From an optimization exercise on the open Yosys and OpenROAD flow, aimed at small area; shortcuts taken in it are not production practice. Only simulation tests tie the RTL to the original design; equivalence was not proved. Power and IR drop assume default switching activity.

## design/flow/design.v

```verilog
package regfile_pkg;
  localparam int unsigned XLEN_DEF  = 32;
  localparam int unsigned NREGS_DEF = 32;
  localparam int unsigned AW_DEF    = $clog2(NREGS_DEF);
  localparam int unsigned ZERO_REG = 0;
  typedef logic [AW_DEF-1:0]   reg_addr_t;
  typedef logic [XLEN_DEF-1:0] reg_data_t;
endpackage
module regfile_scoreboard
#(
  parameter int unsigned NREGS = regfile_pkg::NREGS_DEF,
  parameter int unsigned AW    = $clog2(NREGS)
) (
  input  logic [NREGS-1:0] idec,       
  input  logic [NREGS-1:0] wdec,       
  input  logic [NREGS-1:0] busy_q,
  output logic [NREGS-1:0] busy_d,
  output logic [AW:0]      busy_cnt
);
  logic [AW-1:0] cnt;
  assign busy_d = idec | (busy_q & ~wdec);
  regfile_popcnt #(.L(AW)) u_cnt (.x(busy_q[NREGS-1:1]), .y(cnt));
  assign busy_cnt = {1'b0, cnt};
endmodule
module regfile_popcnt
#(
  parameter int unsigned L = 5
) (
  input  logic [2**L-2:0] x,
  output logic [L-1:0]    y
);
  localparam int unsigned H = 2**(L-1) - 1;
  if (L == 2) begin : g_leaf
    regfile_fa u_fa (.a(x[0]), .b(x[1]), .c(x[2]), .s(y[0]), .co(y[1]));
  end else begin : g_node
    logic [L-2:0] lo, hi;
    logic [L-1:0] c;
    regfile_popcnt #(.L(L-1)) u_lo (.x(x[H-1:0]),   .y(lo));
    regfile_popcnt #(.L(L-1)) u_hi (.x(x[2*H-1:H]), .y(hi));
    assign c[0] = x[2*H];
    for (genvar i = 0; i < L-1; i++) begin : g_add
      regfile_fa u_fa (.a(lo[i]), .b(hi[i]), .c(c[i]), .s(y[i]), .co(c[i+1]));
    end
    assign y[L-1] = c[L-1];
  end
endmodule
module regfile_fa (
  input  logic a, b, c,
  output logic s, co
);
  assign s  = a ^ b ^ c;
  assign co = (a && b) || (a && c) || (b && c);
endmodule
module regfile_multiport
#(
  parameter int unsigned     XLEN      = regfile_pkg::XLEN_DEF,
  parameter int unsigned     NREGS     = regfile_pkg::NREGS_DEF,
  parameter int unsigned     NRD       = 2,
  parameter int unsigned     BYPASS    = 1,
  parameter logic [XLEN-1:0] RESET_VAL = '0,
  parameter int unsigned     AW        = $clog2(NREGS)
) (
  input  logic                clk,
  input  logic                rst,
  input  logic [NRD*AW-1:0]   rd_addr,
  output logic [NRD*XLEN-1:0] rd_data,
  output logic [NRD-1:0]      rd_busy,
  input  logic                wr_en,
  input  logic [AW-1:0]       wr_addr,
  input  logic [XLEN-1:0]     wr_data,
  input  logic                iss_en,
  input  logic [AW-1:0]       iss_addr,
  output logic [AW:0]         busy_cnt
);
  logic [XLEN-1:0]  regs_q [NREGS];
  logic [NREGS-1:1] valid_q;
  logic [NREGS-1:0] valid_v;    
  logic [NREGS-1:0] busy_q, busy_d;
  logic [NREGS-1:0] wdec, idec;
  logic             phase_q;
  logic [XLEN-1:0]  wdp;
  logic [XLEN-1:0]  regs_d [NREGS];
  regfile_dec5e u_wdec (.en(wr_en),  .a(wr_addr),  .y(wdec[NREGS-1:1]));
  regfile_dec5e u_idec (.en(iss_en), .a(iss_addr), .y(idec[NREGS-1:1]));
  assign wdec[0] = 1'b0;
  assign idec[0] = 1'b0;
  assign wdp = wr_data ^ {XLEN{phase_q}};
  for (genvar i = 1; i < NREGS; i++) begin : g_ent
    logic wen, wen_n;
    assign wen   = wdec[i];
    assign wen_n = !wdec[i];
    for (genvar b = 0; b < XLEN; b++) begin : g_bit
      regfile_oai22 u_nxt (
        .a0 (regs_q[i][b]), .a1 (wen),
        .b0 (wdp[b]),       .b1 (wen_n),
        .y  (regs_d[i][b])
      );
    end
  end
  always_ff @(posedge clk) begin
    for (int i = 1; i < NREGS; i++) begin
      regs_q[i] <= regs_d[i];
    end
  end
  always_ff @(posedge clk or posedge rst) begin
    if (rst) begin
      valid_q <= '0;
      busy_q  <= '0;
      phase_q <= 1'b0;
    end else begin
      phase_q <= !phase_q;
      valid_q <= valid_q | wdec[NREGS-1:1];
      busy_q  <= busy_d;
    end
  end
  assign valid_v = {valid_q, 1'b0};
  logic [NREGS-1:1] vsel;
  regfile_vmask u_vmask (.en(wr_en && (BYPASS != 0)), .a(wr_addr), .v(valid_q), .y(vsel));
  regfile_scoreboard #(
    .NREGS (NREGS),
    .AW    (AW)
  ) u_scoreboard (
    .idec     (idec),
    .wdec     (wdec),
    .busy_q   (busy_q),
    .busy_d   (busy_d),
    .busy_cnt (busy_cnt)
  );
  for (genvar k = 0; k < NRD; k++) begin : g_rd
    logic [AW-1:0] addr;
    logic          is_zero;
    logic          byp;
    logic [31:0]   dsel;    
    logic          hit;     
    logic          flip;    
    logic [XLEN-1:0] y;
    assign addr    = rd_addr[k*AW +: AW];
    assign is_zero = (addr == AW'(regfile_pkg::ZERO_REG));
    assign byp     = (BYPASS != 0) && wr_en && (wr_addr == addr);
    logic [NREGS-1:1] rsel;
    regfile_rdsel u_rsel (.a(addr), .m(vsel), .y(rsel));
    always_comb begin
      dsel[30:0] = rsel;
      dsel[31]   = !is_zero && byp;
    end
    assign hit  = !is_zero && (byp || valid_v[addr]);
    assign flip = hit && phase_q;
    for (genvar b = 0; b < XLEN; b++) begin : g_bit
      logic [31:0] col;
      for (genvar i = 1; i < NREGS; i++) begin : g_col
        assign col[i-1] = regs_q[i][b];
      end
      assign col[31] = wdp[b];
      regfile_aomux32 u_mux (.sel(dsel), .d(col), .y(y[b]));
      regfile_xor2 u_fix (.a(y[b]), .b(flip), .y(rd_data[k*XLEN + b]));
    end
    assign rd_busy[k] = busy_q[addr] && !byp;
  end
endmodule
module regfile_aomux32 (
  input  logic [31:0] sel,
  input  logic [31:0] d,
  output logic        y
);
  logic [9:0] t;
  logic [2:0] u;
  logic [1:0] v;
  logic       p;
  for (genvar g = 0; g < 10; g++) begin : g_aoi
    regfile_aoi222 u_aoi (
      .a0 (sel[3*g]),   .b0 (d[3*g]),
      .a1 (sel[3*g+1]), .b1 (d[3*g+1]),
      .a2 (sel[3*g+2]), .b2 (d[3*g+2]),
      .y  (t[g])
    );
  end
  regfile_ao22 u_ao (.a0(sel[30]), .b0(d[30]), .a1(sel[31]), .b1(d[31]), .y(p));
  regfile_nand4 u_n0 (.a(t[0]), .b(t[1]), .c(t[2]), .d(t[3]), .y(u[0]));
  regfile_nand4 u_n1 (.a(t[4]), .b(t[5]), .c(t[6]), .d(t[7]), .y(u[1]));
  regfile_nand2 u_n2 (.a(t[8]), .b(t[9]),                     .y(u[2]));
  regfile_nor2  u_v0 (.a(u[0]), .b(u[1]), .y(v[0]));
  regfile_nor2  u_v1 (.a(u[2]), .b(p),    .y(v[1]));
  regfile_nand2 u_y  (.a(v[0]), .b(v[1]), .y(y));
endmodule
module regfile_oai22 (
  input  logic a0, a1, b0, b1,
  output logic y
);
  assign y = !((a0 || a1) && (b0 || b1));
endmodule
module regfile_xor2 (
  input  logic a, b,
  output logic y
);
  assign y = a ^ b;
endmodule
module regfile_aoi222 (
  input  logic a0, b0, a1, b1, a2, b2,
  output logic y
);
  assign y = !((a0 && b0) || (a1 && b1) || (a2 && b2));
endmodule
module regfile_ao22 (
  input  logic a0, b0, a1, b1,
  output logic y
);
  assign y = (a0 && b0) || (a1 && b1);
endmodule
module regfile_nand4 (
  input  logic a, b, c, d,
  output logic y
);
  assign y = !(a && b && c && d);
endmodule
module regfile_nand2 (
  input  logic a, b,
  output logic y
);
  assign y = !(a && b);
endmodule
module regfile_nor2 (
  input  logic a, b,
  output logic y
);
  assign y = !(a || b);
endmodule
module regfile_dec5e (
  input  logic       en,
  input  logic [4:0] a,
  output logic [31:1] y
);
  always_comb begin
    for (int i = 1; i < 32; i++) begin
      y[i] = en && (a == 5'(i));
    end
  end
endmodule
module regfile_vmask (
  input  logic        en,
  input  logic [4:0]  a,
  input  logic [31:1] v,
  output logic [31:1] y
);
  always_comb begin
    for (int i = 1; i < 32; i++) begin
      y[i] = v[i] && !(en && (a == 5'(i)));
    end
  end
endmodule
module regfile_rdsel (
  input  logic [4:0]  a,
  input  logic [31:1] m,
  output logic [31:1] y
);
  always_comb begin
    for (int i = 1; i < 32; i++) begin
      y[i] = (a == 5'(i)) && m[i];
    end
  end
endmodule
```

## design/flow/flow/dont_use.tcl

```tcl
# Applied at the start of each OpenROAD step (ORFS's PRE_<step>_TCL hooks), before the
# resizer is first used: large buffers and inverters and the delay cells are not used, so
# that repair buffers long nets with small buffers instead of 16x ones.
set_dont_use {sky130_fd_sc_hd__buf_8 sky130_fd_sc_hd__buf_12 sky130_fd_sc_hd__buf_16 sky130_fd_sc_hd__bufbuf_8 sky130_fd_sc_hd__bufbuf_16 sky130_fd_sc_hd__bufinv_8 sky130_fd_sc_hd__bufinv_16 sky130_fd_sc_hd__inv_12 sky130_fd_sc_hd__inv_16 sky130_fd_sc_hd__clkdlybuf4s50_1 sky130_fd_sc_hd__clkdlybuf4s50_2 sky130_fd_sc_hd__clkdlybuf4s25_1 sky130_fd_sc_hd__clkdlybuf4s25_2 sky130_fd_sc_hd__clkdlybuf4s15_1 sky130_fd_sc_hd__clkdlybuf4s15_2 sky130_fd_sc_hd__clkdlybuf4s18_1 sky130_fd_sc_hd__clkdlybuf4s18_2}
```

## design/flow/config.mk

```make
export PLATFORM = sky130hd
export DESIGN_NAME = regfile_multiport
export DESIGN_NICKNAME = regfile_multiport
export VERILOG_FILES = /design/flow/design.v
export SDC_FILE = /design/flow/constraint.sdc
export NUM_CORES = 4
export LEC_CHECK = 0
export CAP_MARGIN = 20
export CORE_MARGIN = 2
export CORE_UTILIZATION = 50
export GPL_TIMING_DRIVEN = 1
export PLACE_DENSITY = 0.65
export SETUP_SLACK_MARGIN = 0.2
export SLEW_MARGIN = 20
export SYNTH_HIERARCHICAL = 1
```

## design/flow/standard.sh

```bash
#!/bin/bash
# synth_recipe.tcl (not shown) runs the flow's synth.tcl, then flattens the netlist and writes it again
# the make line also repeats each setting of config.mk as NAME=value (left out here)
make -C /OpenROAD-flow-scripts/flow DESIGN_CONFIG=/design/flow/config.mk WORK_HOME=/design/flow/orfs CLKGATE_MAP_FILE= SYNTH_SCRIPT=/design/flow/synth_recipe.tcl "${@:-finish}"
```

## design/flow/flow/run.sh

```bash
#!/bin/bash
# The standard layout (standard.sh: ORFS with unchanged scripts), run in two parts:
#  1. the standard synthesis, unchanged (standard.sh synth);
#  2. floorplan to finish, with a few ORFS settings passed through the environment:
#     - the large buffers and inverters made don't-use (by
#       flow/dont_use.tcl at the start of each step), so that repair buffers long nets
#       with small buffers instead of 16x ones,
#     - a small plain buffer (buf_2) for the port buffers,
#     - CTS without dummy load cells, with clusters of up to 28 sinks and 90 um.
# Each part's full make output goes to a log file here; ORFS's per-step logs are in orfs/logs/.
set -euo pipefail
bash standard.sh synth > flow_synth.log 2>&1
HOOK="$PWD/flow/dont_use.tcl"
for step in FLOORPLAN GLOBAL_PLACE RESIZE DETAIL_PLACE REPAIR_TIMING_POST_PLACE CTS GLOBAL_ROUTE DETAIL_ROUTE; do
  export PRE_${step}_TCL="$HOOK"
done
export BUFFER_PORTS_ARGS="-buffer_cell sky130_fd_sc_hd__buf_2"
export CTS_ARGS="-sink_clustering_enable -repair_clock_nets -dont_use_dummy_load -sink_clustering_size 28 -sink_clustering_max_diameter 90"
bash standard.sh > flow_make.log 2>&1
```

## design/flow/constraint.sdc

```tcl
create_clock -name core_clock -period 6.0 [get_ports {clk}]
set_input_delay 1.2000 -clock core_clock [delete_from_list [all_inputs] [get_ports {clk}]]
set_output_delay 1.2000 -clock core_clock [all_outputs]
set_load 0.01 [all_outputs]
```

==> run summary <==
Yosys stat by module, one instance, submodules excluded, a selection:
module | flops+latches | cell area (µm²) | cells inside | copies in the design
regfile_nand4 | 0 | 6.26 | 1 | 128
regfile_fa | 0 | 20.0 | 1 | 26
regfile_nand2 | 0 | 3.75 | 1 | 128
regfile_dec5e | 0 | 230 | 46 | 2
regfile_vmask | 0 | 468 | 58 | 1
regfile_nor2 | 0 | 3.75 | 1 | 128
regfile_aoi222 | 0 | 10.0 | 1 | 640
regfile_rdsel | 0 | 318 | 47 | 2
regfile_oai22 | 0 | 6.26 | 1 | 992
routing by layer:
| metal | wire [µm] | vias to the layer above | track usage |
|---|---|---|---|
| li1 | - | 17200 | - |
| met1 | 68300 | 21000 | 0.560 |
| met2 | 80800 | 4297 | 0.642 |
| met3 | 38000 | 1090 | 0.220 |
| met4 | 15800 | 22 | 0.280 |
| met5 | 314 | - | 0.0164 |
logic make-up (layout without fill, tap and decap cells):
group | count (synthesis) | in the layout | synth area share
DFF | 1056 | 1056 | 0.520
and+or+nand+nor | 635 | 635 | 0.0807
AOI/OAI and AO/OA | 1767 | 1767 | 0.332
xor gates and xnor gates | 106 | 106 | 0.0225
other | 2 | 6 | 0.000182
buffers and inverters | 108 | 434 | 0.0115
adders and majority gates | 26 | 26 | 0.0126
muxes | 42 | 42 | 0.0206
layout make-up:
type                    count  area [µm²]  share of cell area
flip-flops and latches   1056       21500               0.465
multi-input cells        2579       20300               0.439
repair buffers            315        1650              0.0358
well taps                1070        1340              0.0290
clock buffers              45        1130              0.0244
inverters                  74         278             0.00602
diodes                      3        7.51            0.000163
critical path, delay by kind of cell:
family | cells | cell delay, ns
XOR/XNOR | 1 | 0.15
AO/OA/AOI/OAI | 2 | 0.56
buffers and inverters | 3 | 0.91
AND/OR/NAND/NOR | 5 | 1.83
through the flow:
step                      worst slack, ns  std cells  instance area, µm²  utilization
final                               0.122       5142               46100        0.563
after global routing                0.206       5139               46100        0.563
after detailed placement            0.379       5093               45000        0.549
after global placement              0.406       5093               45000        0.549
after CTS                           0.218       5139               46100        0.563
after floorplan                     0.627       3743               41300            -
power breakdown:
part	switching, mW	leakage, nW	internal [mW]
Clock	2.27	0.555	1.35
Combinational	2.30	7.24	1.96
Sequential	1.36	9.27	8.72
cell usage after synthesis (all sizes together), types with 5 or more instances:
| cell type | instances | area [µm²] |
|---|---|---|
| a21boi | 11 | 97.6 |
| and3b | 6 | 57.6 |
| nand2 | 134 | 503 |
| a22o | 64 | 561 |
| nor2 | 199 | 747 |
| clkbuf | 12 | 45.0 |
| mux4 | 34 | 766 |
| and3 | 66 | 415 |
| nand2b | 7 | 43.8 |
| o31a | 7 | 61.3 |
| a222oi | 640 | 6410 |
| nor3b | 9 | 97.6 |
| nand4 | 131 | 826 |
| and2 | 6 | 37.5 |
| mux2i | 5 | 50.1 |
| inv | 74 | 278 |
| o22ai | 993 | 6210 |
| a21o | 32 | 240 |
| nor2b | 13 | 81.3 |
| buf | 22 | 151 |
| dfrtp | 64 | 1600 |
| fa | 26 | 521 |
| xor2 | 104 | 911 |
| o21a | 9 | 67.6 |
| dfxtp | 992 | 19900 |
| or2 | 34 | 213 |
| nand4bb | 6 | 67.6 |
| nand4b | 9 | 97.6 |
timing repair:
item                                    CTS  global route
pin swaps                                 0             3
resized for setup                         0             6
endpoints found under the setup margin    1             4
buffers inserted                          1             0
worst paths after layout:
check	from	cells past startpoint	slack, ns	to
max	wr_addr[4]	11	0.12	rd_data[35]
min	regs_q[8][23]	1	0.48	regs_q[8][23]
max reg2reg	phase_q	4	2.75	regs_q[22][2]
min reg2reg	regs_q[8][23]	1	0.48	regs_q[8][23]
max in group asynchronous	rst	3	4.11	valid_q[7]
min in group asynchronous	rst	2	0.76	busy_q[22]
state kept, by name (all words and copies together), names as in the netlist:
register  cells
busy_q       32
regs_q      992
valid_q      31
phase_q       1
==> run summary <==
Run status:
- The flow ran to the end and the layout has no timing, DRC or antenna violations.

CTS:
- The latest clock arrival within the worst-skew pair is 0.68 ns.
- The clock root buffer master is clkbuf_16.
- The CTS tree is done.
- The TritonCTS buffer count is 45.
- The maximum clock path buffer count is 3.
- The total number of clock tree sinks is 1056.
- The deepest level of the CTS H-tree is 2.
- The clock transition at the registers of the reported paths is 0.10 ns.
- Hold repair after CTS inserted 0 buffers.

Finish:
- Leaving out fill and tap cells, the most frequent cell in the layout is o22ai_1.
- The top cell types in the final layout, fill and taps aside, are 993 x o22ai_1, 992 x dfxtp_1, 640 x a222oi_1, 222 x buf_2, 168 x nor2_1.
- The net total in the final layout is 4153.
- Of the cells placed in the final design, the portion with a size suffix greater than 1 is 0.127.
- The relative area change from synthesis to final layout is 11.7%.
- The layout has 7198 filler cells.

Synthesis:
- The most used flip-flop cell after synthesis is dfxtp_1.
- The fraction of the yosys area taken by sequential cells is 0.520.
- The per-instance average area after synthesis is 11.0 µm².
- Synthesis instantiated 55 different standard cells from the library.
- The warning count from the yosys run is 13.
- In the synthesized netlist, the number of instances is 3742.
- The synthesized design contains 1056 register bits.
- Of all flip-flops after synthesis, the portion carrying an async set or reset was 0.0606.
- The cell area that synthesis handed to floorplanning was 0.0413 mm².
- The synthesized design contains 0 enable-type register cells.

Critical path:
- The largest driver fanout on the critical path is 18.
- STA classifies the critical path endpoint as an output pin.
- The largest single stage delay on the critical path is 0.47 ns.
- STA classifies the critical path startpoint as an input pin.
- The largest individual stage delay along the critical path comes from the cell nand4_1.
- The critical path goes through buf_2 -> and4bb_1 -> a31oi_1 -> and3_1 -> buf_2 -> a222oi_1 -> nand4_1 -> nor2_1 -> nand2_1 -> xor2_1 -> buf_2.
- Counting stages on the worst path, the most repeated cell is buf_2.
- The critical path required time is 4.80 ns.
- The start-to-end type of the worst setup path is input pin to output pin.
- The endpoint arrival time on the critical path is 4.68 ns.

GRT:
- The number of antenna violations at the first check in global routing was 14.
- The number of global-route vias before repair is 40700.
- In the global route stage, overall resource usage came out at 0.457.
- Global routing finished with a remaining overflow of 0.
- The first global-routing pass estimated 285 mm of wire.
- The pin count of the biggest net entering global routing is 42.

Placed design:
- The half-perimeter wire length after placement is 126 mm.
- The count of input and output buffers is 126.
- The congestion estimate from routability-driven global placement came to 1.06.

STA:
- Across all hold checks on the routed design, the worst slack comes to 0.476 ns.
- The accumulated negative setup slack is 0 ns.
- In this run the tightest slew margin relative to its limit is 0.137.
- Derived from the worst setup path, the maximum achievable clock frequency is 170 MHz.
- The worst path in the final design needs a cycle of 5.88 ns, including I/O delays and setup.
- The worst-margin pin slew is 1.29 ns.
- Setup repair after global routing left no endpoint under its margin.
- The setup violation total in the final timing report is 0.
- The count of pins over their slew limit came to 0.
- The worst clock skew on the final layout is 0.0733 ns.
- The number of failing hold endpoints at the final stage is 0.
- The final clock period utilization by the worst path is 0.980.

Die:
- The total core area is 0.0820 mm².
- The area enclosed by the die boundary is 0.0849 mm².
- For this configuration, the core starts out at a cell density of 0.504.
- The number of standard-cell rows in the floorplan is 105.
- In this run the vertical extent of the chip is 291 µm.
- The die boundary width is 291 µm.
- In this run the count of I/O pins placed on the die edge is 128.

Routing:
- The number of DRC violations after detailed-routing iteration 0 is 10800.
- The count of vias placed by the detailed router is 43700.
- In the routed layout, each cell is associated on average with a via count of 8.49.
- The routed wire length per instance is 39.5 µm.
- After detailed routing, the number of remaining DRC violations is 0.
- The overall routed net length is 203 mm.
- The remaining antenna violation count is 0.
- The number of iterations in the first detailed-routing pass is 13.

Run:
- The tool flagged a number of max-cap violations equal to 0.

Power:
- The total power divided by cell area is 389 mW/mm².
- Across the VDD grid, the largest voltage drop is 0.000593 V.
- The overall power consumption is 18.0 mW.
- The static leakage is 17.1 nW.

Min path:
- In this run the worst hold path is classified as register to register.

separate check: timing with driven ports:
The flow's constraints put no driver on any port. The routed layout listed below was extracted and timed again, unchanged, in two steps. Step 1 sets driving cells, clkbuf_16 on the clock port and buf_2 on the other inputs (assumed; they add their load-dependent delay and slew). Step 2 times the ports against the registers' clock, not the clock port: input delays grow and output delays shrink by t, the midpoint of the rising clock arrivals with the driver on. a / b / c = ideal / step 1 / step 2; a / b = the first two.
t (ns): 0.704
setup slack, ns: 0.122 / 0.091 / 0.091
worst slew at a driven data input, ns: 0.07
After both steps setup and hold are still met in this run. For this run, drivers alone change the setup slack by -0.031 ns; drivers and shift together by -0.031 ns.
